From an optimization exercise on the open Yosys and OpenROAD flow, aimed at small area, a short achievable clock period and few clock cycles per item; shortcuts taken in it are not production practice. RTL that was checked went through simulation tests only; none was proved equivalent to the original. Function not checked in run 6: the RTL went through the layout flow alone.

<file path="flow/run.sh">
#!/bin/bash
# Own layout flow: the standard ORFS flow with two changes.
#  1. Synthesis: ORFS's synthesis script unchanged, but with an area-oriented ABC
#     script (flow/abc_map.script) and without the half/full-adder extraction.
#     a222oi is not used: its pins are hard to reach for the router.
#  2. Port buffers: buffer_ports uses the smallest buffer (buf_1).
#  3. Clock tree: clkbuf_4/clkbuf_8 only, and no dummy loads.
# Every tool's output goes to the ORFS logs under orfs/logs and to flow_*.log here.
set -euo pipefail
WORK=$(pwd)
R=$WORK/orfs/results/$FLOW_PLATFORM/des_core/base

# private copy of the ORFS scripts folder for synthesis, with our ABC script
rm -rf "$WORK/synth_scripts"
cp -r "$FLOW_HOME/scripts" "$WORK/synth_scripts"
cp "$WORK/flow/abc_map.script" "$WORK/synth_scripts/abc_area.script"
sed -i 's/^set lib_dont_use_args ""$/set lib_dont_use_args "-dont_use sky130_fd_sc_hd__a222oi_1"/' \
	"$WORK/synth_scripts/synth_preamble.tcl"
grep -q 'a222oi' "$WORK/synth_scripts/synth_preamble.tcl"

SCRIPTS_DIR="$WORK/synth_scripts" ABC_AREA=1 ADDER_MAP_FILE= \
	bash standard.sh synth > "$WORK/flow_synth.log" 2>&1

BUFFER_PORTS_ARGS="-buffer_cell sky130_fd_sc_hd__buf_1" \
	CTS_ARGS="-sink_clustering_enable -repair_clock_nets -buf_list {sky130_fd_sc_hd__clkbuf_4 sky130_fd_sc_hd__clkbuf_8} -dont_use_dummy_load" \
	bash standard.sh > "$WORK/flow_layout.log" 2>&1
</file>
<file path="flow/abc_map.script">
strash; &get -n; &fraig -x; &put; dc2; strash; &get -n; &dch -f; &nf -R 1000; &put
</file>
<file path="standard.sh">
#!/bin/bash
# synth_recipe.tcl (not shown) runs the flow's synth.tcl, then flattens the netlist and writes it again
# the make line also repeats each setting of config.mk as NAME=value (left out here)
make -C /OpenROAD-flow-scripts/flow DESIGN_CONFIG=/design/flow/config.mk WORK_HOME=/design/flow/orfs CLKGATE_MAP_FILE= SYNTH_SCRIPT=/design/flow/synth_recipe.tcl "${@:-finish}"
</file>
<file path="config.mk">
export PLATFORM = sky130hd
export DESIGN_NAME = des_core
export DESIGN_NICKNAME = des_core
export VERILOG_FILES = /design/flow/design.v
export SDC_FILE = /design/flow/constraint.sdc
export NUM_CORES = 4
export LEC_CHECK = 0
export CAP_MARGIN = 5
export CORE_MARGIN = 2
export CORE_UTILIZATION = 40
export CTS_BUF_LIST = sky130_fd_sc_hd__clkbuf_4 sky130_fd_sc_hd__clkbuf_8
export SETUP_SLACK_MARGIN = 1.5
export SLEW_MARGIN = 5
</file>
<file path="constraint.sdc">
create_clock -name core_clock -period 4.0 [get_ports {clk}]
set_input_delay 0.8000 -clock core_clock [delete_from_list [all_inputs] [get_ports {clk}]]
set_output_delay 0.8000 -clock core_clock [all_outputs]
set_load 0.01 [all_outputs]
</file>
<file path="design.v">
package des_types_pkg;
	localparam int NUM_ROUNDS = 16;
	localparam logic MODE_ENCRYPT = 1'b0;
	localparam logic MODE_DECRYPT = 1'b1;
	localparam logic [1:0] ST_IDLE   = 2'd0;
	localparam logic [1:0] ST_ROUND  = 2'd1;
	localparam logic [1:0] ST_OUTPUT = 2'd2;
endpackage
package des_tables_pkg;
	localparam logic [64*7-1:0] IP_TABLE = {
		7'd58, 7'd50, 7'd42, 7'd34, 7'd26, 7'd18, 7'd10, 7'd2,
		7'd60, 7'd52, 7'd44, 7'd36, 7'd28, 7'd20, 7'd12, 7'd4,
		7'd62, 7'd54, 7'd46, 7'd38, 7'd30, 7'd22, 7'd14, 7'd6,
		7'd64, 7'd56, 7'd48, 7'd40, 7'd32, 7'd24, 7'd16, 7'd8,
		7'd57, 7'd49, 7'd41, 7'd33, 7'd25, 7'd17, 7'd9, 7'd1,
		7'd59, 7'd51, 7'd43, 7'd35, 7'd27, 7'd19, 7'd11, 7'd3,
		7'd61, 7'd53, 7'd45, 7'd37, 7'd29, 7'd21, 7'd13, 7'd5,
		7'd63, 7'd55, 7'd47, 7'd39, 7'd31, 7'd23, 7'd15, 7'd7
	};
	localparam logic [64*7-1:0] FP_TABLE = {
		7'd40, 7'd8, 7'd48, 7'd16, 7'd56, 7'd24, 7'd64, 7'd32,
		7'd39, 7'd7, 7'd47, 7'd15, 7'd55, 7'd23, 7'd63, 7'd31,
		7'd38, 7'd6, 7'd46, 7'd14, 7'd54, 7'd22, 7'd62, 7'd30,
		7'd37, 7'd5, 7'd45, 7'd13, 7'd53, 7'd21, 7'd61, 7'd29,
		7'd36, 7'd4, 7'd44, 7'd12, 7'd52, 7'd20, 7'd60, 7'd28,
		7'd35, 7'd3, 7'd43, 7'd11, 7'd51, 7'd19, 7'd59, 7'd27,
		7'd34, 7'd2, 7'd42, 7'd10, 7'd50, 7'd18, 7'd58, 7'd26,
		7'd33, 7'd1, 7'd41, 7'd9, 7'd49, 7'd17, 7'd57, 7'd25
	};
	localparam logic [56*7-1:0] PC1_TABLE = {
		7'd57, 7'd49, 7'd41, 7'd33, 7'd25, 7'd17, 7'd9, 7'd1,
		7'd58, 7'd50, 7'd42, 7'd34, 7'd26, 7'd18, 7'd10, 7'd2,
		7'd59, 7'd51, 7'd43, 7'd35, 7'd27, 7'd19, 7'd11, 7'd3,
		7'd60, 7'd52, 7'd44, 7'd36, 7'd63, 7'd55, 7'd47, 7'd39,
		7'd31, 7'd23, 7'd15, 7'd7, 7'd62, 7'd54, 7'd46, 7'd38,
		7'd30, 7'd22, 7'd14, 7'd6, 7'd61, 7'd53, 7'd45, 7'd37,
		7'd29, 7'd21, 7'd13, 7'd5, 7'd28, 7'd20, 7'd12, 7'd4
	};
	localparam logic [48*7-1:0] PC2_TABLE = {
		7'd14, 7'd17, 7'd11, 7'd24, 7'd1, 7'd5, 7'd3, 7'd28,
		7'd15, 7'd6, 7'd21, 7'd10, 7'd23, 7'd19, 7'd12, 7'd4,
		7'd26, 7'd8, 7'd16, 7'd7, 7'd27, 7'd20, 7'd13, 7'd2,
		7'd41, 7'd52, 7'd31, 7'd37, 7'd47, 7'd55, 7'd30, 7'd40,
		7'd51, 7'd45, 7'd33, 7'd48, 7'd44, 7'd49, 7'd39, 7'd56,
		7'd34, 7'd53, 7'd46, 7'd42, 7'd50, 7'd36, 7'd29, 7'd32
	};
	localparam logic [48*7-1:0] E_TABLE = {
		7'd32, 7'd1, 7'd2, 7'd3, 7'd4, 7'd5, 7'd4, 7'd5,
		7'd6, 7'd7, 7'd8, 7'd9, 7'd8, 7'd9, 7'd10, 7'd11,
		7'd12, 7'd13, 7'd12, 7'd13, 7'd14, 7'd15, 7'd16, 7'd17,
		7'd16, 7'd17, 7'd18, 7'd19, 7'd20, 7'd21, 7'd20, 7'd21,
		7'd22, 7'd23, 7'd24, 7'd25, 7'd24, 7'd25, 7'd26, 7'd27,
		7'd28, 7'd29, 7'd28, 7'd29, 7'd30, 7'd31, 7'd32, 7'd1
	};
	localparam logic [32*7-1:0] P_TABLE = {
		7'd16, 7'd7, 7'd20, 7'd21, 7'd29, 7'd12, 7'd28, 7'd17,
		7'd1, 7'd15, 7'd23, 7'd26, 7'd5, 7'd18, 7'd31, 7'd10,
		7'd2, 7'd8, 7'd24, 7'd14, 7'd32, 7'd27, 7'd3, 7'd9,
		7'd19, 7'd13, 7'd30, 7'd6, 7'd22, 7'd11, 7'd4, 7'd25
	};
	localparam logic [512*4-1:0] SBOX = {
		4'd14, 4'd4, 4'd13, 4'd1, 4'd2, 4'd15, 4'd11, 4'd8, 4'd3, 4'd10, 4'd6, 4'd12, 4'd5, 4'd9, 4'd0, 4'd7,
		4'd0, 4'd15, 4'd7, 4'd4, 4'd14, 4'd2, 4'd13, 4'd1, 4'd10, 4'd6, 4'd12, 4'd11, 4'd9, 4'd5, 4'd3, 4'd8,
		4'd4, 4'd1, 4'd14, 4'd8, 4'd13, 4'd6, 4'd2, 4'd11, 4'd15, 4'd12, 4'd9, 4'd7, 4'd3, 4'd10, 4'd5, 4'd0,
		4'd15, 4'd12, 4'd8, 4'd2, 4'd4, 4'd9, 4'd1, 4'd7, 4'd5, 4'd11, 4'd3, 4'd14, 4'd10, 4'd0, 4'd6, 4'd13,
		4'd15, 4'd1, 4'd8, 4'd14, 4'd6, 4'd11, 4'd3, 4'd4, 4'd9, 4'd7, 4'd2, 4'd13, 4'd12, 4'd0, 4'd5, 4'd10,
		4'd3, 4'd13, 4'd4, 4'd7, 4'd15, 4'd2, 4'd8, 4'd14, 4'd12, 4'd0, 4'd1, 4'd10, 4'd6, 4'd9, 4'd11, 4'd5,
		4'd0, 4'd14, 4'd7, 4'd11, 4'd10, 4'd4, 4'd13, 4'd1, 4'd5, 4'd8, 4'd12, 4'd6, 4'd9, 4'd3, 4'd2, 4'd15,
		4'd13, 4'd8, 4'd10, 4'd1, 4'd3, 4'd15, 4'd4, 4'd2, 4'd11, 4'd6, 4'd7, 4'd12, 4'd0, 4'd5, 4'd14, 4'd9,
		4'd10, 4'd0, 4'd9, 4'd14, 4'd6, 4'd3, 4'd15, 4'd5, 4'd1, 4'd13, 4'd12, 4'd7, 4'd11, 4'd4, 4'd2, 4'd8,
		4'd13, 4'd7, 4'd0, 4'd9, 4'd3, 4'd4, 4'd6, 4'd10, 4'd2, 4'd8, 4'd5, 4'd14, 4'd12, 4'd11, 4'd15, 4'd1,
		4'd13, 4'd6, 4'd4, 4'd9, 4'd8, 4'd15, 4'd3, 4'd0, 4'd11, 4'd1, 4'd2, 4'd12, 4'd5, 4'd10, 4'd14, 4'd7,
		4'd1, 4'd10, 4'd13, 4'd0, 4'd6, 4'd9, 4'd8, 4'd7, 4'd4, 4'd15, 4'd14, 4'd3, 4'd11, 4'd5, 4'd2, 4'd12,
		4'd7, 4'd13, 4'd14, 4'd3, 4'd0, 4'd6, 4'd9, 4'd10, 4'd1, 4'd2, 4'd8, 4'd5, 4'd11, 4'd12, 4'd4, 4'd15,
		4'd13, 4'd8, 4'd11, 4'd5, 4'd6, 4'd15, 4'd0, 4'd3, 4'd4, 4'd7, 4'd2, 4'd12, 4'd1, 4'd10, 4'd14, 4'd9,
		4'd10, 4'd6, 4'd9, 4'd0, 4'd12, 4'd11, 4'd7, 4'd13, 4'd15, 4'd1, 4'd3, 4'd14, 4'd5, 4'd2, 4'd8, 4'd4,
		4'd3, 4'd15, 4'd0, 4'd6, 4'd10, 4'd1, 4'd13, 4'd8, 4'd9, 4'd4, 4'd5, 4'd11, 4'd12, 4'd7, 4'd2, 4'd14,
		4'd2, 4'd12, 4'd4, 4'd1, 4'd7, 4'd10, 4'd11, 4'd6, 4'd8, 4'd5, 4'd3, 4'd15, 4'd13, 4'd0, 4'd14, 4'd9,
		4'd14, 4'd11, 4'd2, 4'd12, 4'd4, 4'd7, 4'd13, 4'd1, 4'd5, 4'd0, 4'd15, 4'd10, 4'd3, 4'd9, 4'd8, 4'd6,
		4'd4, 4'd2, 4'd1, 4'd11, 4'd10, 4'd13, 4'd7, 4'd8, 4'd15, 4'd9, 4'd12, 4'd5, 4'd6, 4'd3, 4'd0, 4'd14,
		4'd11, 4'd8, 4'd12, 4'd7, 4'd1, 4'd14, 4'd2, 4'd13, 4'd6, 4'd15, 4'd0, 4'd9, 4'd10, 4'd4, 4'd5, 4'd3,
		4'd12, 4'd1, 4'd10, 4'd15, 4'd9, 4'd2, 4'd6, 4'd8, 4'd0, 4'd13, 4'd3, 4'd4, 4'd14, 4'd7, 4'd5, 4'd11,
		4'd10, 4'd15, 4'd4, 4'd2, 4'd7, 4'd12, 4'd9, 4'd5, 4'd6, 4'd1, 4'd13, 4'd14, 4'd0, 4'd11, 4'd3, 4'd8,
		4'd9, 4'd14, 4'd15, 4'd5, 4'd2, 4'd8, 4'd12, 4'd3, 4'd7, 4'd0, 4'd4, 4'd10, 4'd1, 4'd13, 4'd11, 4'd6,
		4'd4, 4'd3, 4'd2, 4'd12, 4'd9, 4'd5, 4'd15, 4'd10, 4'd11, 4'd14, 4'd1, 4'd7, 4'd6, 4'd0, 4'd8, 4'd13,
		4'd4, 4'd11, 4'd2, 4'd14, 4'd15, 4'd0, 4'd8, 4'd13, 4'd3, 4'd12, 4'd9, 4'd7, 4'd5, 4'd10, 4'd6, 4'd1,
		4'd13, 4'd0, 4'd11, 4'd7, 4'd4, 4'd9, 4'd1, 4'd10, 4'd14, 4'd3, 4'd5, 4'd12, 4'd2, 4'd15, 4'd8, 4'd6,
		4'd1, 4'd4, 4'd11, 4'd13, 4'd12, 4'd3, 4'd7, 4'd14, 4'd10, 4'd15, 4'd6, 4'd8, 4'd0, 4'd5, 4'd9, 4'd2,
		4'd6, 4'd11, 4'd13, 4'd8, 4'd1, 4'd4, 4'd10, 4'd7, 4'd9, 4'd5, 4'd0, 4'd15, 4'd14, 4'd2, 4'd3, 4'd12,
		4'd13, 4'd2, 4'd8, 4'd4, 4'd6, 4'd15, 4'd11, 4'd1, 4'd10, 4'd9, 4'd3, 4'd14, 4'd5, 4'd0, 4'd12, 4'd7,
		4'd1, 4'd15, 4'd13, 4'd8, 4'd10, 4'd3, 4'd7, 4'd4, 4'd12, 4'd5, 4'd6, 4'd11, 4'd0, 4'd14, 4'd9, 4'd2,
		4'd7, 4'd11, 4'd4, 4'd1, 4'd9, 4'd12, 4'd14, 4'd2, 4'd0, 4'd6, 4'd10, 4'd13, 4'd15, 4'd3, 4'd5, 4'd8,
		4'd2, 4'd1, 4'd14, 4'd7, 4'd4, 4'd10, 4'd8, 4'd13, 4'd15, 4'd12, 4'd9, 4'd0, 4'd3, 4'd5, 4'd6, 4'd11
	};
	localparam logic [15:0] SHIFT_ONE_MASK = 16'b1000_0001_0000_0011;
endpackage
`timescale 1ns/1ps
module des_feistel
(
	input  logic [31:0] i_right,
	input  logic [47:0] i_subkey,
	output logic [31:0] o_f
);
	logic [47:0] expanded;
	logic [47:0] mixed;
	logic [31:0] sbox_out;
	always_comb
	begin
		for (int i = 0; i < 48; i++)
			expanded[47 - i] = i_right[32 - des_tables_pkg::E_TABLE[7 * (47 - i) +: 7]];
	end
	assign mixed = expanded ^ i_subkey;
	for (genvar b = 0; b < 8; b++)
	begin : g_sbox
		logic [5:0] grp;
		assign grp = mixed[47 - 6 * b -: 6];
		assign sbox_out[31 - 4 * b -: 4] =
			des_tables_pkg::SBOX[4 * (511 - 64 * b - {grp[5], grp[0], grp[4:1]}) +: 4];
	end
	always_comb
	begin
		for (int i = 0; i < 32; i++)
			o_f[31 - i] = sbox_out[32 - des_tables_pkg::P_TABLE[7 * (31 - i) +: 7]];
	end
endmodule
`timescale 1ns/1ps
module des_core
(
	input  logic        clk,
	input  logic        rst,
	input  logic        i_start,
	input  logic        i_mode,
	input  logic [63:0] i_key,
	input  logic [63:0] i_block,
	output logic        o_valid,
	output logic [63:0] o_block
);
	logic       act;
	logic       vld;
	logic [3:0] cnt;
	logic       mode_q;
	logic       act_next;
	logic       vld_next;
	logic       mode_next;
	logic       one_next;
	logic       sel_l1, sel_l2, sel_r1, sel_r2;
	assign vld_next  = act && !vld && (cnt == 4'd15);
	assign act_next  = act ? !vld : i_start;
	assign mode_next = act ? mode_q : i_mode;
	assign one_next  = !act || (cnt == 4'd6) || (cnt == 4'd13) || (cnt == 4'd14);
	always_ff @(posedge clk or posedge rst)
	begin
		if (rst)
		begin
			act    <= 1'b0;
			vld    <= 1'b0;
			sel_l1 <= 1'b0;
			sel_l2 <= 1'b0;
			sel_r1 <= 1'b0;
			sel_r2 <= 1'b0;
		end
		else
		begin
			act    <= act_next;
			vld    <= vld_next;
			sel_l1 <= act_next && !mode_next && one_next;
			sel_l2 <= act_next && !mode_next && !one_next;
			sel_r1 <= act_next && mode_next && one_next;
			sel_r2 <= act_next && mode_next && !one_next;
		end
	end
	always_ff @(posedge clk)
	begin
		mode_q <= mode_next;
		cnt    <= act ? cnt + 4'd1 : 4'd0;
	end
	logic [55:0] pc1_key;
	logic [55:0] cd;
	logic [55:0] cd_next;
	logic [27:0] c;
	logic [27:0] d;
	logic [47:0] subkey;
	always_comb
	begin
		for (int i = 0; i < 56; i++)
			pc1_key[55 - i] = i_key[64 - des_tables_pkg::PC1_TABLE[7 * (55 - i) +: 7]];
	end
	assign c = cd[55:28];
	assign d = cd[27:0];
	logic s_ld_d, s_ld_e;
	assign s_ld_d = !act && i_mode;
	assign s_ld_e = !act && !i_mode;
	assign cd_next =
		({56{s_ld_d}} & pc1_key) |
		({56{s_ld_e}} & {pc1_key[54:28], pc1_key[55], pc1_key[26:0], pc1_key[27]}) |
		({56{sel_l1}} & {c[26:0], c[27], d[26:0], d[27]}) |
		({56{sel_l2}} & {c[25:0], c[27:26], d[25:0], d[27:26]}) |
		({56{sel_r1}} & {c[0], c[27:1], d[0], d[27:1]}) |
		({56{sel_r2}} & {c[1:0], c[27:2], d[1:0], d[27:2]});
	always_ff @(posedge clk)
		cd <= cd_next;
	always_comb
	begin
		for (int i = 0; i < 48; i++)
			subkey[47 - i] = cd[56 - des_tables_pkg::PC2_TABLE[7 * (47 - i) +: 7]];
	end
	logic [31:0] l_q;
	logic [31:0] r_q;
	logic [31:0] f_out;
	logic [63:0] ip_block;
	logic [63:0] pre;
	logic [63:0] fp_block;
	always_comb
	begin
		for (int i = 0; i < 64; i++)
			ip_block[63 - i] = i_block[64 - des_tables_pkg::IP_TABLE[7 * (63 - i) +: 7]];
	end
	des_feistel u_feistel (
		.i_right  (r_q),
		.i_subkey (subkey),
		.o_f      (f_out)
	);
	always_ff @(posedge clk)
	begin
		if (!act)
		begin
			l_q <= ip_block[63:32];
			r_q <= ip_block[31:0];
		end
		else
		begin
			l_q <= r_q;
			r_q <= l_q ^ f_out;
		end
	end
	assign pre = {r_q, l_q};
	always_comb
	begin
		for (int i = 0; i < 64; i++)
			fp_block[63 - i] = pre[64 - des_tables_pkg::FP_TABLE[7 * (63 - i) +: 7]];
	end
	assign o_valid = vld;
	assign o_block = vld ? fp_block : 64'd0;
endmodule
</file>
==> flow_metrics.tcl, run 1 <==
set metrics [dict create \
    reg2reg_to "cd[29]$_DFF_P_" \
    synth_xor_area_frac 0.1282 \
    synth-compound-area-share 0.3249 \
    drc_errors 0 \
    vias 9903 \
    yosysSeqAreaShare 0.2985 \
    drive_above_1_share 0.07653 \
    postCtsHoldBufs 0 \
    instances_no_fill 1639 \
    setup_viol 0 \
    cts_max_path_buffers 2 \
    avgSynthCellArea_um2 7.794 \
    start_util 0.4071 \
    io_buffers 188 \
    routabilityCongestion 0.9388 \
    synth-main-ff-cell "dfxtp_1" \
    post_synth_main_area_contributors "dfxtp_1, a22oi_1, xor2_1" \
    final.setup_skew_ns 0.04197 \
    synth_cells 1140 \
    syn_area_mm2 0.008885 \
    synth_fp_nets 1272 \
    relSlewSlack 0.1792 \
    num-fill-cells 2164 \
    status "complete, no violations" \
    netlist_top_cells_count "a22oi_1, dfxtp_1, nor2_1" \
    clock_latency_ns 0.47 \
    async_reset_ff_frac 0.04580 \
    cp.arrival_ns 2.75 \
    rsz0062_at_grt "yes" \
    drt-total-wl_um 29960 \
    antenna_found_initial 0 \
    grt_overflow 0 \
    critPathLaunchType "flop" \
    ys_types 42 \
    ant_nets 0 \
    r2r_slack_ns 1.61 \
    first_global_vias 8670 \
    worstPathRequired_ns 4.36 \
    dpl.hpwl_um 21100 \
    fin_setup_tns_ns 0 \
    grt_usage 0.2476 \
    r2r-start "act$_DFF_PP0_" \
    synth_top_area_cell "dfxtp_1" \
    cts.clk_slew.worst_paths_ns 0.10 \
    synth_seq_cells 131 \
    ios 197 \
    tightest_slew_ns 1.228 \
    place_inst 1617 \
    die_area_mm2 0.02342 \
    synth.most_common_cell "a22oi_1" \
    hold_path.class "primary input to asynchronous set/reset pin" \
    drtPass1Iterations 7 \
    fmaxAchievable_mhz 418.5 \
    htreeDepth 4 \
    area_growth_pct 21.74 \
    numCtsBuffers 17 \
    grt_max_degree 59 \
    critPathMaxFanout 56 \
    die_h_um 153.0 \
    rows 54 \
    nets 1493 \
    viasPerCell 6.042 \
    yosys.area_share.simple 0.2022 \
    min_period_ns 2.389 \
    diodes 0 \
    worstSetupPathType "flop to flop" \
    wire_per_inst_um 18.28 \
    hold_viol_final 0 \
    hold_ws_ns 0.1718 \
    die_x_um 153.0 \
    drv_slew 0 \
    cts_sinks 131 \
    yosysWarnings 2 \
    synth_edf_count 0 \
    grt_pass1_wl_um 46820 \
    cts-root-buf "clkbuf_8" \
    drv_cap 0 \
    core_mm2 0.02182 \
    crit_path_end_kind "flop" \
    rr_worst_depth 3 \
    synth_mux_area_frac 0.04535 \
    timing.final.crit_share 0.5973 \
    cts_tree "done" \
    synth_top_family_by_area "compound AO/OA/AOI/OAI gates" \
    first_iter_violations 955 \
    synthAdderAreaFrac 0 \
    synth_top_area_share 0.2817 \
]
## timing repair
| item | CTS | global route |
|---|---|---|
| pin swaps | 0 | 1 |
| buffers inserted | 3 | 2 |
| endpoints found under the setup margin | 78 | 37 |
| resized for setup | 16 | 66 |
| gates cloned | 0 | 0 |
## registers in the layout, indices dropped and copies added, names as in the netlist
register  cells
cd           56
sel_r1        1
r_q          32
vld           1
cnt           4
sel_l1        1
l_q          32
sel_r2        1
mode_q        1
sel_l2        1
act           1
## layout make-up
type	instances	area, um^2	share of cell area
multi-input combinational	1007	6683	0.6178
sequential	131	2686	0.2484
timing repair buffer	202	855.8	0.07912
tap	280	350.3	0.03239
clock buffer	17	234.0	0.02163
inverter	2	7.507	0.0006940
## metal layers
layer,vias to the layer above,share of wire,GRT usage
met5,-,0,0
met4,0,0.016,0.06129
met3,42,0.077,0.03771
met2,520,0.45,0.3884
met1,4573,0.45,0.3567
li1,4768,-,-
## worst max-delay path, stage by stage (launching register included)
cell	delay [ns]
dfrtp_4	0.74
nor2_4	1.03
a22oi_1	0.31
nand3_1	0.17
## worst max-delay path by stage
stage	start	to
3_5_place_dp	r_q[15]$_DFF_P_	r_q[24]$_DFF_P_
3_3_place_gp	r_q[15]$_DFF_P_	r_q[24]$_DFF_P_
6_report	act$_DFF_PP0_	cd[29]$_DFF_P_
2_1_floorplan	act$_DFF_PP0_	sel_l2$_DFF_PP0_
5_1_grt	cd[4]$_DFF_P_	r_q[29]$_DFF_P_
4_1_cts	r_q[6]$_DFF_P_	r_q[25]$_DFF_P_
## per-stage QoR
step / utilization / worst slack, ns / area, um^2
global route: 0.4956 / 1.434 / 10820
global placement: 0.4595 / 1.262 / 10030
CTS: 0.4783 / 1.503 / 10440
finish: 0.4956 / 1.611 / 10820
floorplan: - / 1.663 / 8901
detailed placement: 0.4595 / 1.225 / 10030
## cells by family after synthesis
group / Yosys count
AOI/OAI and AO/OA: 451
DFF: 131
xor gates and xnor gates: 130
muxes: 35
buffers and inverters: 2
and+or+nand+nor: 391
## layout by cell type, fill, tap and decap left out, types with 47 or more instances in the layout
cell     instances
buf_1          188
a22oi_1        173
nor2_1         115
a21oi_1        109
dfxtp_1        104
nand2_1         96
o21ai_0         85
nand3_1         83
and2_0          66
xnor2_1         47
Testbench counts, summed over its fixed seeds: cycles 43,200, items 2,400.
==> run 2: changes to the inputs <==
--- a/config.mk
+++ b/config.mk
@@ -6,6 +6,8 @@
 export NUM_CORES = 4
 export LEC_CHECK = 0
 export CAP_MARGIN = 5
+export CELL_PAD_IN_SITES_DETAIL_PLACEMENT = 1
+export CELL_PAD_IN_SITES_GLOBAL_PLACEMENT = 1
 export CORE_MARGIN = 2
 export CORE_UTILIZATION = 40
 export CTS_BUF_LIST = sky130_fd_sc_hd__clkbuf_4 sky130_fd_sc_hd__clkbuf_8
==> run 2 against run 1 <==
First-iteration DRC count fell by 25%. Cell area is 0.68% higher. Worst setup slack gained 0.017 ns. Via count shrank 0.73%. Global-route usage rose by 2.9 points. Synthesized area unchanged. Final cell count increased by 0.31%. Worst hold slack got worse by 0.0029 ns. Clock-buffer cell count did not move.
==> flow_metrics.tcl, run 2 <==
set metrics [dict create \
    io_buffers 188 \
    synth.most_common_cell "a22oi_1" \
    synth_edf_count 0 \
    die_h_um 153.0 \
    largest_register "cd" \
    worstSetupPathType "flop to flop" \
    synth_seq_cells 131 \
    synth-main-ff-cell "dfxtp_1" \
    cts.clk_slew.worst_paths_ns 0.10 \
    critical-path-top-delay-family "compound AO/OA/AOI/OAI gates" \
    relSlewSlack 0.3956 \
    worstPathRequired_ns 4.29 \
    die_x_um 153.0 \
    cp.arrival_ns 2.66 \
    timing.final.crit_share 0.5930 \
    clock_latency_ns 0.47 \
    critical_path.slowest_cell "dfxtp_1" \
    core_mm2 0.02182 \
    first_global_vias 9417 \
    setup_viol 0 \
    critPathMaxFanout 6 \
    fmaxAchievable_mhz 421.6 \
    synth_cells 1140 \
    wire_per_inst_um 20.16 \
    drt-total-wl_um 33140 \
    drive_above_1_share 0.08664 \
    status "complete, no violations" \
    numCtsBuffers 17 \
    min_period_ns 2.372 \
    final_cell_mix "buf_1, a22oi_1, nor2_1" \
    area_growth_pct 22.57 \
    cts-root-buf "clkbuf_8" \
    syn_area_mm2 0.008885 \
    cts_sinks 131 \
    cts_max_path_buffers 2 \
    avgSynthCellArea_um2 7.794 \
    drv_slew 0 \
    grt_usage 0.2764 \
    synth_fp_nets 1272 \
    crit_buf_inv 0 \
    nets 1496 \
    layout_commonest_cell "buf_1" \
    tightest_slew_ns 0.9001 \
    ys_types 42 \
    antenna_found_initial 4 \
    hold_path.class "primary input to asynchronous set/reset pin" \
    synth_top_area_cell "dfxtp_1" \
    grt_overflow 0 \
    die_area_mm2 0.02342 \
    cp_slowest_stage_delay_ns 0.55 \
    postCtsHoldBufs 0 \
    final.setup_skew_ns 0.04899 \
    crit_chain "xor2_1, nor2_1, nor2b_2, o211ai_1, o211ai_1, nand2_1, o21ai_2, xor2_1, a21oi_1" \
    yosysSeqAreaShare 0.2985 \
    htreeDepth 4 \
    rows 54 \
    post_synth_main_area_contributors "dfxtp_1, a22oi_1, xor2_1" \
    dpl.hpwl_um 23780 \
    critPathLaunchType "flop" \
    vias 9831 \
    crit_path_end_kind "flop" \
    placed_area_mm2 0.01006 \
    rr_worst_depth 9 \
    place_inst 1621 \
    async_reset_ff_frac 0.04580 \
    instances_no_fill 1644 \
    drc_errors 0 \
    routabilityCongestion 0.9114 \
    reg_top3 "cd (56), l_q (32), r_q (32)" \
    start_util 0.4071 \
    synth_top_area_share 0.2817 \
    netlist_top_cells_count "a22oi_1, dfxtp_1, nor2_1" \
    grt_max_degree 60 \
    first_iter_violations 719 \
    hold_viol_final 0 \
    ios 197 \
    viasPerCell 5.980 \
    drv_cap 0 \
    grt_pass1_wl_um 52030 \
    critical_path_depth 9 \
    largest_reg_flops 56 \
    fin_setup_tns_ns 0 \
    cts_tree "done" \
    ant_nets 0 \
    final_area_mm2 0.01089 \
    rsz0062_at_grt "yes" \
    yosysWarnings 2 \
    drtPass1Iterations 6 \
]
## run 2: changes by cell type in the layout (fill, tap and decap cells not counted), sizes merged
| cell | delta |
|---|---|
| buf | +3 |
| diode | +2 |
## run 2: timing repair
action,CTS,global route
setup buffers,4,0
gates resized for setup,24,73
setup endpoints to repair,79,30
pin swaps,2,1
## run 2: kinds of logic (layout without fill, tap and decap cells)
group | Yosys count | count (layout) | synth area share
compound gates | 451 | 451 | 0.3249
simple gates | 391 | 391 | 0.2022
flops | 131 | 131 | 0.2985
xor+xnor | 130 | 130 | 0.1282
mux | 35 | 35 | 0.04535
buf+inv | 2 | 224 | 0.0008453
other cells | 0 | 2 | 0
## run 2: worst paths after layout
| path | startpoint | slack, ns | endpoint |
|---|---|---|---|
| worst min-delay path | rst | 0.17 | act$_DFF_PP0_ |
| worst min register to register | cnt[0]$_SDFF_PN0_ | 0.49 | cnt[0]$_SDFF_PN0_ |
| worst max-delay path | cd[44]$_DFF_P_ | 1.63 | r_q[2]$_DFF_P_ |
| max in group asynchronous | rst | 3.67 | vld$_DFF_PP0_ |
| worst max register to register | cd[44]$_DFF_P_ | 1.63 | r_q[2]$_DFF_P_ |
| min in group core_clock | cnt[0]$_SDFF_PN0_ | 0.49 | cnt[0]$_SDFF_PN0_ |
## run 2: layout make-up
class                      count  area (um^2)
multi-input combinational   1007         6725
timing repair buffer         205        865.8
tap                          280        350.3
clock buffer                  17        234.0
inverter                       2        7.507
sequential                   131         2703
fill                        2777        10930
antenna                        2        5.005
## run 2: worst register-to-register path, cell delays in order (launching register included)
cell      delay, ns
dfxtp_1        0.55
xor2_1         0.37
nor2_1         0.15
nor2b_2        0.24
o211ai_1       0.11
o211ai_1       0.13
nand2_1        0.08
o21ai_2        0.32
xor2_1         0.18
a21oi_1        0.08
## run 2: per-layer routing
layer,up-vias,GRT usage,part of all wire
li1,4754,-,-
met1,4746,0.3943,0.47
met2,308,0.4307,0.46
met3,23,0.05500,0.062
met4,0,0.06437,0.011
met5,-,0,0
## run 2: metrics by stage
stage / setup slack (ns) / hold slack (ns) / utilization
finish: 1.628 / 0.1689 / 0.4990
global route: 1.444 / 0.1464 / 0.4989
CTS: 1.506 / 0.1490 / 0.4803
detailed placement: 1.173 / 0.4686 / 0.4609
global placement: 1.189 / 0.4535 / 0.4609
floorplan: 1.663 / 0.4392 / -
==> run 3: changes to the inputs <==
==> flow/abc_map.script (replaced) <==
strash; &get -n; &fraig -x; &put; dc2; strash; &get -n; &dch -f; &nf -R 0; &put
--- a/config.mk
+++ b/config.mk
@@ -6,8 +6,6 @@
 export NUM_CORES = 4
 export LEC_CHECK = 0
 export CAP_MARGIN = 5
-export CELL_PAD_IN_SITES_DETAIL_PLACEMENT = 1
-export CELL_PAD_IN_SITES_GLOBAL_PLACEMENT = 1
 export CORE_MARGIN = 2
 export CORE_UTILIZATION = 40
 export CTS_BUF_LIST = sky130_fd_sc_hd__clkbuf_4 sky130_fd_sc_hd__clkbuf_8
==> run 3 against run 2 <==
Synthesized cell count down 1.5%. Still clean. Synthesized area is 2.3% higher. Routed wire length down 5.9%. Fmax down 1.9%. Worst hold slack improved by 0.0042 ns. Global-route usage decreased by 2.4 points. Clock skew is 0.023 ns lower. Register-to-register slack got worse by 0.05 ns. Critical path depth shrank 1. Critical endpoint is now r_q[27]$_DFF_P_. Sequential share of layout area fell by 0.40 points. Via count increased by 1.5%.
==> flow_metrics.tcl, run 3 <==
set metrics [dict create \
    drv_slew 0 \
    core_mm2 0.02250 \
    drc_errors 0 \
    rows 55 \
    drt-total-wl_um 31200 \
    start_util 0.4038 \
    ios 197 \
    hold_path.class "primary input to asynchronous set/reset pin" \
    wire_per_inst_um 19.13 \
    routabilityCongestion 0.9572 \
    drv_cap 0 \
    viasPerCell 6.119 \
    layout_commonest_cell "buf_1" \
    antenna_found_initial 0 \
    synth_top_area_share 0.2754 \
    instances_no_fill 1631 \
    fmaxAchievable_mhz 413.5 \
    final_core_util 0.4855 \
    numCtsBuffers 17 \
    final.setup_skew_ns 0.02643 \
    netlist_top_cells_count "a22oi_1, dfxtp_1, a21oi_1" \
    synth-main-ff-cell "dfxtp_1" \
    synth_seq_cells 131 \
    synth_edf_count 0 \
    drive_above_1_share 0.06166 \
    vias 9980 \
    tightest_slew_ns 1.137 \
    ys_types 49 \
    critPathLaunchType "flop" \
    diodes 0 \
    min_period_ns 2.418 \
    drtPass1Iterations 6 \
    timing.final.crit_share 0.6046 \
    hold_viol_final 0 \
    synth_cells 1123 \
    area_growth_pct 20.21 \
    postCtsHoldBufs 0 \
    synth_fp_nets 1255 \
    cp.arrival_ns 2.75 \
    status "complete, no violations" \
    post_synth_main_area_contributors "dfxtp_1, a22oi_1, xnor2_1" \
    die_area_mm2 0.02394 \
    setup_viol 0 \
    synth.most_common_cell "a22oi_1" \
    cts_sinks 131 \
    cts_max_path_buffers 2 \
    largest_register "cd" \
    critPathMaxFanout 7 \
    first_iter_violations 1101 \
    grt_overflow 0 \
    cts_tree "done" \
    die_h_um 154.7 \
    fin_setup_tns_ns 0 \
    die_x_um 154.7 \
    worstPathRequired_ns 4.33 \
    yosysSeqAreaShare 0.2919 \
    cts.clk_slew.worst_paths_ns 0.08 \
    largest_reg_flops 56 \
    rsz0062_at_grt "yes" \
    nets 1480 \
    yosysWarnings 2 \
    first_global_vias 8924 \
    clock_latency_ns 0.47 \
    grt_pass1_wl_um 48110 \
    cts-root-buf "clkbuf_8" \
    grt_usage 0.2520 \
    reg_top3 "cd (56), l_q (32), r_q (32)" \
    async_reset_ff_frac 0.04580 \
    syn_area_mm2 0.009087 \
    relSlewSlack 0.2402 \
    io_buffers 188 \
    htreeDepth 4 \
    worstSetupPathType "flop to flop" \
    final_cell_mix "buf_1, a22oi_1, dfxtp_1" \
    avgSynthCellArea_um2 8.092 \
    crit_path_end_kind "flop" \
    ant_nets 0 \
    grt_max_degree 55 \
    dpl.hpwl_um 22010 \
    synth_top_area_cell "dfxtp_1" \
    place_inst 1610 \
]
## run 3: layout make-up
cell class                 instances  area (um^2)
clock buffer                      17        234.0
fill                            2278        11580
inverter                           2        7.507
multi-input combinational        990         6785
sequential                       131         2668
tap                              285        356.6
timing repair buffer             206        873.3
## run 3: what timing repair did
item	CTS	global route
buffers inserted	4	0
gates resized for setup	16	34
endpoints found under the setup margin	82	25
pin swaps	0	1
## run 3: stage by stage
step / hold slack, ns / cell area (um^2) / setup slack, ns
final: 0.1731 / 10920 / 1.582
after global routing: 0.1729 / 10920 / 1.394
after CTS: 0.1585 / 10690 / 1.502
after detailed placement: 0.4580 / 10270 / 1.231
after global placement: 0.4499 / 10270 / 1.241
after floorplan: 0.4392 / 9104 / 1.663
## run 3: final timing paths
| check | start | to | slack, ns | depth (start not counted) |
|---|---|---|---|---|
| max | r_q[0]$_DFF_P_ | r_q[27]$_DFF_P_ | 1.58 | 8 |
| min | rst | act$_DFF_PP0_ | 0.17 | 2 |
| max reg2reg | r_q[0]$_DFF_P_ | r_q[27]$_DFF_P_ | 1.58 | 8 |
| min reg2reg | mode_q$_DFF_P_ | mode_q$_DFF_P_ | 0.47 | 1 |
| max in group asynchronous | rst | sel_r2$_DFF_PP0_ | 3.65 | 2 |
| min in group core_clock | mode_q$_DFF_P_ | mode_q$_DFF_P_ | 0.47 | 1 |
## run 3: critical path: stages (launching register included)
cell and delay (ns):
dfxtp_1 0.58, xnor2_2 0.21, xnor2_1 0.35, nor2_1 0.07, o21ai_0 0.23, o21ai_0 0.14, mux4_2 0.51, xor2_1 0.15
a21oi_1 0.07
## run 3: cell families (layout without fill, tap and decap cells)
kind of cell	Yosys count	in the layout	share of synthesized area
AOI/OAI and AO/OA	471	471	0.3412
xor gates and xnor gates	145	145	0.1443
buffers and inverters	2	225	0.0008264
DFF	131	131	0.2919
muxes	38	38	0.04764
and+or+nand+nor	336	336	0.1742
## run 3: per-layer routing
metal / wire length (um) / vias to the layer above / track usage
met4: 443 / 0 / 0.06702
met3: 2304 / 31 / 0.04147
met5: 0 / - / 0
met1: 14260 / 4697 / 0.3566
li1: - / 4774 / -
met2: 14190 / 478 / 0.3984
==> run 4: changes to the inputs <==
==> flow/abc_map.script (replaced) <==
strash; &get -n; &fraig -x; &put; dc2; strash; &get -n; &dch -f; &nf -R 30; &put
==> run 4 against run 3 <==
Still clean. Clock-buffer cell count unchanged. Routed wire length fell by 4.6%. Final cell count about the same. Critical path depth up 1. First-iteration DRC count fell by 24%. Sequential cell count did not move. Cell area is 1.5% lower. Via count is 3.1% lower. Sequential share of layout area up 0.54 points. Critical endpoint is now r_q[30]$_DFF_P_.
==> flow_metrics.tcl, run 4 <==
set metrics [dict create \
    status "complete, no violations" \
    netlist_top_cells_count "a22oi_1, dfxtp_1, a21oi_1" \
    ant_nets 0 \
    first_iter_violations 836 \
    synth-compound-area-share 0.3252 \
    synth_seq_cells 131 \
    cts.clk_slew.worst_paths_ns 0.09 \
    synthAdderAreaFrac 0 \
    hold_ws_ns 0.1910 \
    htreeDepth 4 \
    synth-main-ff-cell "dfxtp_1" \
    setup_viol 0 \
    async_reset_ff_frac 0.04580 \
    synth_top_area_share 0.2814 \
    largest_register "cd" \
    synth_top_area_cell "dfxtp_1" \
    r2r-start "r_q[24]$_DFF_P_" \
    ios 197 \
    cts_tree "done" \
    critPathLaunchType "flop" \
    cts_max_path_buffers 2 \
    die_h_um 153.1 \
    grt_overflow 0 \
    syn_area_mm2 0.008892 \
    fmaxAchievable_mhz 413.2 \
    wire_per_inst_um 18.24 \
    worstPathRequired_ns 4.32 \
    drc_errors 0 \
    die_area_mm2 0.02344 \
    reg_top3 "cd (56), l_q (32), r_q (32)" \
    largest_reg_flops 56 \
    synth_mux_area_frac 0.04657 \
    fin_setup_tns_ns 0 \
    crit_start "r_q[24]$_DFF_P_" \
    routed-wl-met2_um 13610 \
    routabilityCongestion 0.9489 \
    tightest_slew_ns 1.176 \
    critPathMaxFanout 5 \
    final.setup_skew_ns 0.03171 \
    r2r_slack_ns 1.58 \
    dpl.hpwl_um 21540 \
    cts-root-buf "clkbuf_8" \
    grt_usage 0.2484 \
    post_synth_main_area_contributors "dfxtp_1, a22oi_1, xnor2_1" \
    relSlewSlack 0.2158 \
    nets 1486 \
    hold_viol_final 0 \
    rows 54 \
    area_growth_pct 20.99 \
    core_mm2 0.02182 \
    rsz0062_at_grt "yes" \
    hold_path.class "primary input to asynchronous set/reset pin" \
    drv_cap 0 \
    drtPass1Iterations 8 \
    clock_latency_ns 0.46 \
    topRoutingLayerUsed "met4" \
    worstSetupPathType "flop to flop" \
    reg2reg_to "r_q[30]$_DFF_P_" \
    die_x_um 153.1 \
    crit_path_end_kind "flop" \
    min_period_ns 2.420 \
    wl_met3_um 2033 \
    vias 9674 \
    drt-total-wl_um 29770 \
    postCtsHoldBufs 0 \
    cts_sinks 131 \
    start_util 0.4075 \
    avgSynthCellArea_um2 7.869 \
    yosysWarnings 2 \
    wl_met1_um 13370 \
    synth_cells 1130 \
    cp.arrival_ns 2.74 \
    synth_edf_count 0 \
    io_buffers 188 \
    final_cell_mix "buf_1, a22oi_1, a21oi_1" \
    ys_types 47 \
    synth_fp_nets 1262 \
    yosysSeqAreaShare 0.2983 \
    layout_commonest_cell "buf_1" \
    grt_pass1_wl_um 47110 \
    drv_slew 0 \
    antenna_found_initial 0 \
    first_global_vias 8838 \
    grt_max_degree 58 \
    yosys.area_share.simple 0.1952 \
    viasPerCell 5.928 \
    rr_worst_depth 9 \
    cp-endpoint "r_q[30]$_DFF_P_" \
    timing.final.crit_share 0.6050 \
    diodes 0 \
    synth_top_family_by_area "compound AO/OA/AOI/OAI gates" \
    synth.most_common_cell "a22oi_1" \
    synth_xor_area_frac 0.1340 \
    drive_above_1_share 0.07027 \
    numCtsBuffers 17 \
]
-- run 4: changes by cell type in the layout (fill, tap and decap cells not counted), moves of 8 or more --
cell,before,now
nand2_1,73,89
xor2_1,37,45
dfxtp_1,119,107
dfxtp_2,6,17
nor2_1,93,108
xnor2_1,69,60
-- run 4: stage by stage --
step | cells | utilization | cell area (um^2) | setup WS [ns]
6_report | 1632 | 0.4930 | 10760 | 1.580
5_1_grt | 1632 | 0.4930 | 10760 | 1.394
4_1_cts | 1631 | 0.4795 | 10470 | 1.520
3_5_place_dp | 1610 | 0.4609 | 10060 | 1.218
3_3_place_gp | 1610 | 0.4609 | 10060 | 1.171
2_1_floorplan | 1130 | - | 8909 | 1.653
-- run 4: final cells by class --
type                            count  area, um^2
Inverter                            2       7.507
Clock buffer                       17       234.0
Sequential cell                   131        2685
Timing Repair Buffer              205       878.3
Tap cell                          280       350.3
Fill cell                        2251       11060
Multi-Input combinational cell    997        6604
-- run 4: logic make-up after synthesis --
group	after synthesis
buffers and inverters	2
flip-flops	131
AND/OR/NAND/NOR	376
AO/OA/AOI/OAI	449
XOR/XNOR	136
multiplexers	36
-- run 4: critical path, cell delays in order, from the launching register on --
cell       delay [ns]
dfxtp_1          0.55
xnor2_1          0.22
nor2_1           0.26
nand2b_1         0.20
a21oi_1          0.08
a2111oi_0        0.41
a21oi_1          0.09
o21ai_1          0.25
xnor2_1          0.15
a21oi_1          0.08
-- run 4: repair_timing --
action | in CTS | in global routing
setup endpoints to repair | 78 | 26
pin swaps | 0 | 1
gates resized for setup | 16 | 56
buffers inserted | 4 | 1
-- run 4: worst min path at each step --
| stage | cells past startpoint | endpoint |
|---|---|---|
| 2_1_floorplan | 1 | cnt[3]$_SDFF_PN0_ |
| 3_3_place_gp | 1 | mode_q$_DFF_P_ |
| 3_5_place_dp | 1 | mode_q$_DFF_P_ |
| 4_1_cts | 2 | vld$_DFF_PP0_ |
| 5_1_grt | 2 | vld$_DFF_PP0_ |
| 6_report | 2 | act$_DFF_PP0_ |
-- run 4: per-layer routing --
| metal | vias to the layer above | global-route usage |
|---|---|---|
| li1 | 4731 | - |
| met1 | 4479 | 0.3411 |
| met2 | 425 | 0.3977 |
| met3 | 39 | 0.03714 |
| met4 | 0 | 0.08774 |
| met5 | - | 0 |
==> run 5: changes to the inputs <==
--- a/flow/run.sh
+++ b/flow/run.sh
@@ -22,5 +22,5 @@
 	bash standard.sh synth > "$WORK/flow_synth.log" 2>&1
 
 BUFFER_PORTS_ARGS="-buffer_cell sky130_fd_sc_hd__buf_1" \
-	CTS_ARGS="-sink_clustering_enable -repair_clock_nets -buf_list {sky130_fd_sc_hd__clkbuf_4 sky130_fd_sc_hd__clkbuf_8} -dont_use_dummy_load" \
+	CTS_ARGS="-sink_clustering_enable -repair_clock_nets -buf_list {sky130_fd_sc_hd__clkbuf_4 sky130_fd_sc_hd__clkbuf_8} -dont_use_dummy_load -sink_clustering_size 35 -sink_clustering_max_diameter 150" \
 	bash standard.sh > "$WORK/flow_layout.log" 2>&1
==> flow/abc_map.script (replaced) <==
strash; &get -n; &fraig -x; &put; dc2; strash; &get -n; &dch -f; &nf -R 1000; &put
==> run 5 against run 4 <==
Global-route usage fell by 0.084 points. Register-to-register slack better by 0.03 ns. Sequential share of layout area is 0.12 points lower. Synthesized cell count grew 0.88%. Sequential cell count stayed put. Worst setup slack better by 0.031 ns.
==> flow_metrics.tcl, run 5 <==
set metrics [dict create \
    ios 197 \
    rows 54 \
    async_reset_ff_frac 0.04580 \
    r2r-start "act$_DFF_PP0_" \
    reg_top3 "cd (56), l_q (32), r_q (32)" \
    cts_tree "done" \
    drtPass1Iterations 7 \
    largest_register "cd" \
    synth-main-ff-cell "dfxtp_1" \
    synth-compound-area-share 0.3249 \
    die_area_mm2 0.02342 \
    synth_mux_area_frac 0.04535 \
    nets 1493 \
    yosys.area_share.simple 0.2022 \
    vias 9903 \
    syn_area_mm2 0.008885 \
    synth_top_area_share 0.2817 \
    die_h_um 153.0 \
    critPathMaxFanout 56 \
    netlist_top_cells_count "a22oi_1, dfxtp_1, nor2_1" \
    synth_top_area_cell "dfxtp_1" \
    cts-root-buf "clkbuf_8" \
    drt-total-wl_um 29960 \
    synth_xor_area_frac 0.1282 \
    synthAdderAreaFrac 0 \
    grt_overflow 0 \
    synth_cells 1140 \
    synth_top_family_by_area "compound AO/OA/AOI/OAI gates" \
    worstPathRequired_ns 4.36 \
    io_buffers 188 \
    diodes 0 \
    placed_area_mm2 0.01003 \
    die_x_um 153.0 \
    r2r_slack_ns 1.61 \
    num-fill-cells 2164 \
    grt_max_degree 59 \
    grt_pass1_wl_um 46820 \
    critPathLaunchType "flop" \
    crit_start "act$_DFF_PP0_" \
    fmaxAchievable_mhz 418.5 \
    min_period_ns 2.389 \
    cts_sinks 131 \
    hold_path.class "primary input to asynchronous set/reset pin" \
    hold_ws_ns 0.1718 \
    antenna_found_initial 0 \
    cts_max_path_buffers 2 \
    synth_fp_nets 1272 \
    hold_viol_final 0 \
    synth_seq_cells 131 \
    synth_edf_count 0 \
    final_cell_mix "buf_1, a22oi_1, nor2_1" \
    postCtsHoldBufs 0 \
    final.setup_skew_ns 0.04197 \
    setup_slack_ns 1.611 \
    numCtsBuffers 17 \
    cp.arrival_ns 2.75 \
    rr_worst_depth 3 \
    final_core_util 0.4956 \
    final_area_mm2 0.01082 \
    drv_cap 0 \
    first_global_vias 8670 \
    rsz0062_at_grt "yes" \
    drive_above_1_share 0.07653 \
    ys_types 42 \
    fin_setup_tns_ns 0 \
    layout_commonest_cell "buf_1" \
    viasPerCell 6.042 \
    ant_nets 0 \
    tightest_slew_ns 1.228 \
    htreeDepth 4 \
    post_synth_main_area_contributors "dfxtp_1, a22oi_1, xor2_1" \
    avgSynthCellArea_um2 7.794 \
    grt_usage 0.2476 \
    core_mm2 0.02182 \
    drv_slew 0 \
    drc_errors 0 \
    worstSetupPathType "flop to flop" \
    pre_cts_slack_ns 1.225 \
    wire_per_inst_um 18.28 \
    yosysWarnings 2 \
    relSlewSlack 0.1792 \
    setup_viol 0 \
    crit_path_end_kind "flop" \
    start_util 0.4071 \
    largest_reg_flops 56 \
    reg2reg_to "cd[29]$_DFF_P_" \
    area_growth_pct 21.74 \
    clock_latency_ns 0.47 \
    status "complete, no violations" \
    dpl.hpwl_um 21100 \
    routabilityCongestion 0.9388 \
    first_iter_violations 955 \
    timing.final.crit_share 0.5973 \
    synth.most_common_cell "a22oi_1" \
    yosysSeqAreaShare 0.2985 \
    cts.clk_slew.worst_paths_ns 0.10 \
    cp-endpoint "cd[29]$_DFF_P_" \
]
==> run 5: per-layer routing <==
layer | vias up | track usage | part of all wire
li1 | 4768 | - | -
met2 | 520 | 0.3884 | 0.45
met4 | 0 | 0.06129 | 0.016
met5 | - | 0 | 0
met3 | 42 | 0.03771 | 0.077
met1 | 4573 | 0.3567 | 0.45
==> run 5: cell type report <==
| type | count | area, um^2 | area share |
|---|---|---|---|
| multi-input cells | 1007 | 6683 | 0.6178 |
| flip-flops and latches | 131 | 2686 | 0.2484 |
| repair buffers | 202 | 855.8 | 0.07912 |
| well taps | 280 | 350.3 | 0.03239 |
| clock buffers | 17 | 234.0 | 0.02163 |
| inverters | 2 | 7.507 | 0.0006940 |
==> run 5: logic make-up after synthesis <==
| family | Yosys count |
|---|---|
| multiplexers | 35 |
| AO/OA/AOI/OAI | 451 |
| AND/OR/NAND/NOR | 391 |
| flip-flops | 131 |
| XOR/XNOR | 130 |
| buffers and inverters | 2 |
==> run 5: through the flow <==
stage	std cells
2_1_floorplan	1140
3_3_place_gp	1617
3_5_place_dp	1617
4_1_cts	1637
5_1_grt	1639
6_report	1639
==> run 5: critical path, cell delays in order (launching register included) <==
cell and delay [ns]:
dfrtp_4 0.74, nor2_4 1.03, a22oi_1 0.31, nand3_1 0.17
==> run 5: worst min path at each step <==
stage | end | start
final | act$_DFF_PP0_ | rst
after global routing | sel_l1$_DFF_PP0_ | rst
after CTS | act$_DFF_PP0_ | rst
after detailed placement | cnt[0]$_SDFF_PN0_ | cnt[0]$_SDFF_PN0_
after global placement | cnt[3]$_SDFF_PN0_ | cnt[3]$_SDFF_PN0_
after floorplan | cnt[3]$_SDFF_PN0_ | cnt[3]$_SDFF_PN0_
==> run 5: what timing repair did <==
action                                  CTS  global route
gates resized for setup                  16            66
setup buffers                             3             2
pin swaps                                 0             1
endpoints found under the setup margin   78            37
==> run 6: changes to the inputs <==
--- a/design.v
+++ b/design.v
@@ -220,18 +220,14 @@
 		.i_subkey (subkey),
 		.o_f      (f_out)
 	);
+	logic [31:0] r_base;
+	logic [31:0] f_masked;
+	assign r_base   = act ? l_q : ip_block[31:0];
+	assign f_masked = act ? f_out : 32'd0;
 	always_ff @(posedge clk)
 	begin
-		if (!act)
-		begin
-			l_q <= ip_block[63:32];
-			r_q <= ip_block[31:0];
-		end
-		else
-		begin
-			l_q <= r_q;
-			r_q <= l_q ^ f_out;
-		end
+		l_q <= act ? r_q : ip_block[63:32];
+		r_q <= r_base ^ f_masked;
 	end
 	assign pre = {r_q, l_q};
 	always_comb
--- a/flow/run.sh
+++ b/flow/run.sh
@@ -22,5 +22,5 @@
 	bash standard.sh synth > "$WORK/flow_synth.log" 2>&1
 
 BUFFER_PORTS_ARGS="-buffer_cell sky130_fd_sc_hd__buf_1" \
-	CTS_ARGS="-sink_clustering_enable -repair_clock_nets -buf_list {sky130_fd_sc_hd__clkbuf_4 sky130_fd_sc_hd__clkbuf_8} -dont_use_dummy_load -sink_clustering_size 35 -sink_clustering_max_diameter 150" \
+	CTS_ARGS="-sink_clustering_enable -repair_clock_nets -buf_list {sky130_fd_sc_hd__clkbuf_4 sky130_fd_sc_hd__clkbuf_8} -dont_use_dummy_load" \
 	bash standard.sh > "$WORK/flow_layout.log" 2>&1
--- a/config.mk
+++ b/config.mk
@@ -5,9 +5,9 @@
 export SDC_FILE = /design/flow/constraint.sdc
 export NUM_CORES = 4
 export LEC_CHECK = 0
-export CAP_MARGIN = 5
+export CAP_MARGIN = 20
 export CORE_MARGIN = 2
-export CORE_UTILIZATION = 40
+export CORE_UTILIZATION = 45
 export CTS_BUF_LIST = sky130_fd_sc_hd__clkbuf_4 sky130_fd_sc_hd__clkbuf_8
 export SETUP_SLACK_MARGIN = 1.5
-export SLEW_MARGIN = 5
+export SLEW_MARGIN = 20
==> run 6 against run 5 <==
Still clean. Routed wire length up 0.70%. First-iteration DRC count up 4.0%. Worst hold slack better by 0.012 ns. Sequential cell count unchanged. Core utilization up 5.7 points. Sequential share of layout area up 0.055 points. Critical endpoint is now r_q[11]$_DFF_P_.
==> flow_metrics.tcl, run 6 <==
set metrics [dict create \
    status "complete, no violations" \
    instances_no_fill 1619 \
    drv_cap 0 \
    antenna_found_initial 0 \
    synth_edf_count 0 \
    cp_slowest_stage_delay_ns 0.65 \
    rows 51 \
    viasPerCell 6.055 \
    cts_tree "done" \
    final_cell_mix "buf_1, a22oi_1, nor2_1" \
    num-fill-cells 1964 \
    routabilityCongestion 0.9631 \
    io_buffers 188 \
    cts_sinks 131 \
    final.setup_skew_ns 0.02494 \
    place_inst 1599 \
    routed-wl-met2_um 13450 \
    hold_viol_final 0 \
    synth_fp_nets 1266 \
    reg_top3 "cd (56), l_q (32), r_q (32)" \
    crit_buf_inv 0 \
    yosysWarnings 2 \
    synth_top_area_share 0.2779 \
    ys_types 44 \
    worstPathRequired_ns 4.33 \
    avgSynthCellArea_um2 7.941 \
    vias 9803 \
    cts-root-buf "clkbuf_8" \
    async_reset_ff_frac 0.04580 \
    drive_above_1_share 0.06942 \
    layout_commonest_cell "buf_1" \
    start_util 0.4612 \
    final-seq-area_mm2 0.002688 \
    clock_latency_ns 0.46 \
    grt_usage 0.2771 \
    diodes 0 \
    yosysSeqAreaShare 0.2946 \
    largest_register "cd" \
    postCtsHoldBufs 0 \
    timing.final.crit_share 0.6283 \
    synth-main-ff-cell "dfxtp_1" \
    grt_pass1_wl_um 47680 \
    die_area_mm2 0.02116 \
    multi_input_area_mm2 0.006670 \
    relSlewSlack 0.2736 \
    core_mm2 0.01953 \
    drv_slew 0 \
    htreeDepth 4 \
    dpl.hpwl_um 21380 \
    numCtsBuffers 17 \
    rsz0062_at_grt "yes" \
    ios 197 \
    largest_reg_flops 56 \
    pre_cts_slack_ns 1.224 \
    min_period_ns 2.513 \
    grt_max_degree 65 \
    wl_met1_um 13890 \
    die_h_um 145.5 \
    nets 1488 \
    tightest_slew_ns 1.090 \
    cts_max_path_buffers 2 \
    syn_area_mm2 0.009005 \
    synth.most_common_cell "a22oi_1" \
    setup_slack_ns 1.487 \
    cts.clk_slew.worst_paths_ns 0.09 \
    critical_path.slowest_cell "o311ai_1" \
    drt-total-wl_um 30170 \
    area_growth_pct 19.91 \
    worstSetupPathType "flop to flop" \
    critPathLaunchType "flop" \
    crit_path_end_kind "flop" \
    hold_path.class "primary input to asynchronous set/reset pin" \
    topRoutingLayerUsed "met4" \
    critPathMaxFanout 7 \
    synth_cells 1134 \
    drtPass1Iterations 6 \
    wl_met3_um 2294 \
    crit_chain "xnor2_1, a21oi_1, o21bai_1, xnor2_1, nor2_1, o311ai_1, xor2_1" \
    cp.arrival_ns 2.84 \
    setup_viol 0 \
    drc_errors 0 \
    synth_seq_cells 131 \
    first_iter_violations 993 \
    fmaxAchievable_mhz 397.9 \
    critical-path-top-delay-family "compound AO/OA/AOI/OAI gates" \
    ant_nets 0 \
    netlist_top_cells_count "a22oi_1, dfxtp_1, nor2_1" \
    post_synth_main_area_contributors "dfxtp_1, a22oi_1, xnor2_1" \
    fin_setup_tns_ns 0 \
    first_global_vias 8863 \
    grt_overflow 0 \
    cpMostUsedCell "xnor2_1" \
    die_x_um 145.5 \
    wire_per_inst_um 18.64 \
    synth_top_area_cell "dfxtp_1" \
]
==> run 6: changes by cell type in the layout (fill, tap and decap cells not counted), sizes merged, moves of 3 or more <==
cell	change
nand3	-16
nor3	+9
a211oi	+9
xnor2	+10
o311ai	+4
o211ai	-6
nand2	-23
a22oi	-3
mux2i	+16
a31oi	-6
==> run 6: layer usage <==
| metal | up-vias | track usage |
|---|---|---|
| met2 | 439 | 0.4313 |
| met1 | 4552 | 0.3959 |
| met4 | 0 | 0.07745 |
| met3 | 40 | 0.04671 |
| li1 | 4772 | - |
| met5 | - | 0 |
==> run 6: cell families (layout without fill, tap and decap cells) <==
family	after synthesis	in the layout	share of synthesized area
AOI/OAI and AO/OA	451	451	0.3237
xor gates and xnor gates	138	138	0.1342
buffers and inverters	3	223	0.001250
DFF	131	131	0.2946
muxes	51	51	0.06128
and+or+nand+nor	360	360	0.1849
==> run 6: repair_timing <==
action	in CTS	in global routing
pin swaps	0	3
endpoints found under the setup margin	74	47
buffers inserted	2	1
gates resized for setup	12	56
==> run 6: worst reg2reg max path, delay by kind of cell, from the launching register on <==
kind / cells / cell delay [ns]
and+or+nand+nor: 1 / 0.07
DFF: 1 / 0.40
xor gates and xnor gates: 3 / 0.90
AOI/OAI and AO/OA: 3 / 1.01
==> run 6: layout make-up <==
cell class	instances	share of cell area
sequential	131	0.2489
timing repair buffer	203	0.07995
clock buffer	17	0.02167
inverter	3	0.001043
multi-input combinational	1000	0.6177
tap	265	0.03071
==> run 6: per-stage QoR <==
step / utilization / area (um^2) / hold WS (ns)
2_1_floorplan: - / 9014 / 0.4391
3_3_place_gp: 0.5199 / 10150 / 0.4486
3_5_place_dp: 0.5199 / 10150 / 0.4584
4_1_cts: 0.5377 / 10500 / 0.1677
5_1_grt: 0.5530 / 10800 / 0.1902
6_report: 0.5530 / 10800 / 0.1834
==> run 6: worst paths after layout <==
path	start	to	slack (ns)	cells past startpoint
max	r_q[0]$_DFF_P_	r_q[11]$_DFF_P_	1.49	7
min	rst	act$_DFF_PP0_	0.18	2
max reg2reg	r_q[0]$_DFF_P_	r_q[11]$_DFF_P_	1.49	7
min reg2reg	cnt[3]$_SDFF_PN0_	cnt[3]$_SDFF_PN0_	0.48	1
max in group asynchronous	rst	vld$_DFF_PP0_	3.64	2
min in group core_clock	cnt[3]$_SDFF_PN0_	cnt[3]$_SDFF_PN0_	0.48	1

[afterwards: timing with drivers on the ports]
The flow's constraints put no driver on any port. The routed layouts listed below were extracted and timed again, unchanged, in two steps. Step 1, drivers: a clkbuf_16 drives clk and a buf_2 each remaining input, both assumed. Step 2 moves the port delays by t, midway between the first and last clock arrival at a register: inputs arrive t later, outputs are due t later. That takes back most of the time a late clock gives input paths. Three values: ideal, step 1, step 2; two values: the first two.
| run | t, ns | slack for setup (ns) | worst setup path at the end | latest minus earliest clock arrival (ns) | cell pins on the clock port's net |
|---|---|---|---|---|---|
| run 1 | 0.489 | 1.611 / 1.611 / 1.439 | input to register | 0.042 / 0.042 | 1 |
| run 2 | 0.487 | 1.628 / 1.602 / 1.611 | input to register | 0.049 / 0.049 | 1 |
| run 3 | 0.494 | 1.582 / 1.582 / 1.511 | input to register | 0.028 / 0.028 | 1 |
| run 4 | 0.487 | 1.580 / 1.580 / 1.580 | register to register | 0.032 / 0.032 | 1 |
| run 5 | 0.489 | 1.611 / 1.611 / 1.439 | input to register | 0.042 / 0.042 | 1 |
| run 6 | 0.491 | 1.487 / 1.487 / 1.487 | register to register | 0.029 / 0.029 | 1 |
After both steps setup and hold are still met in every run listed.
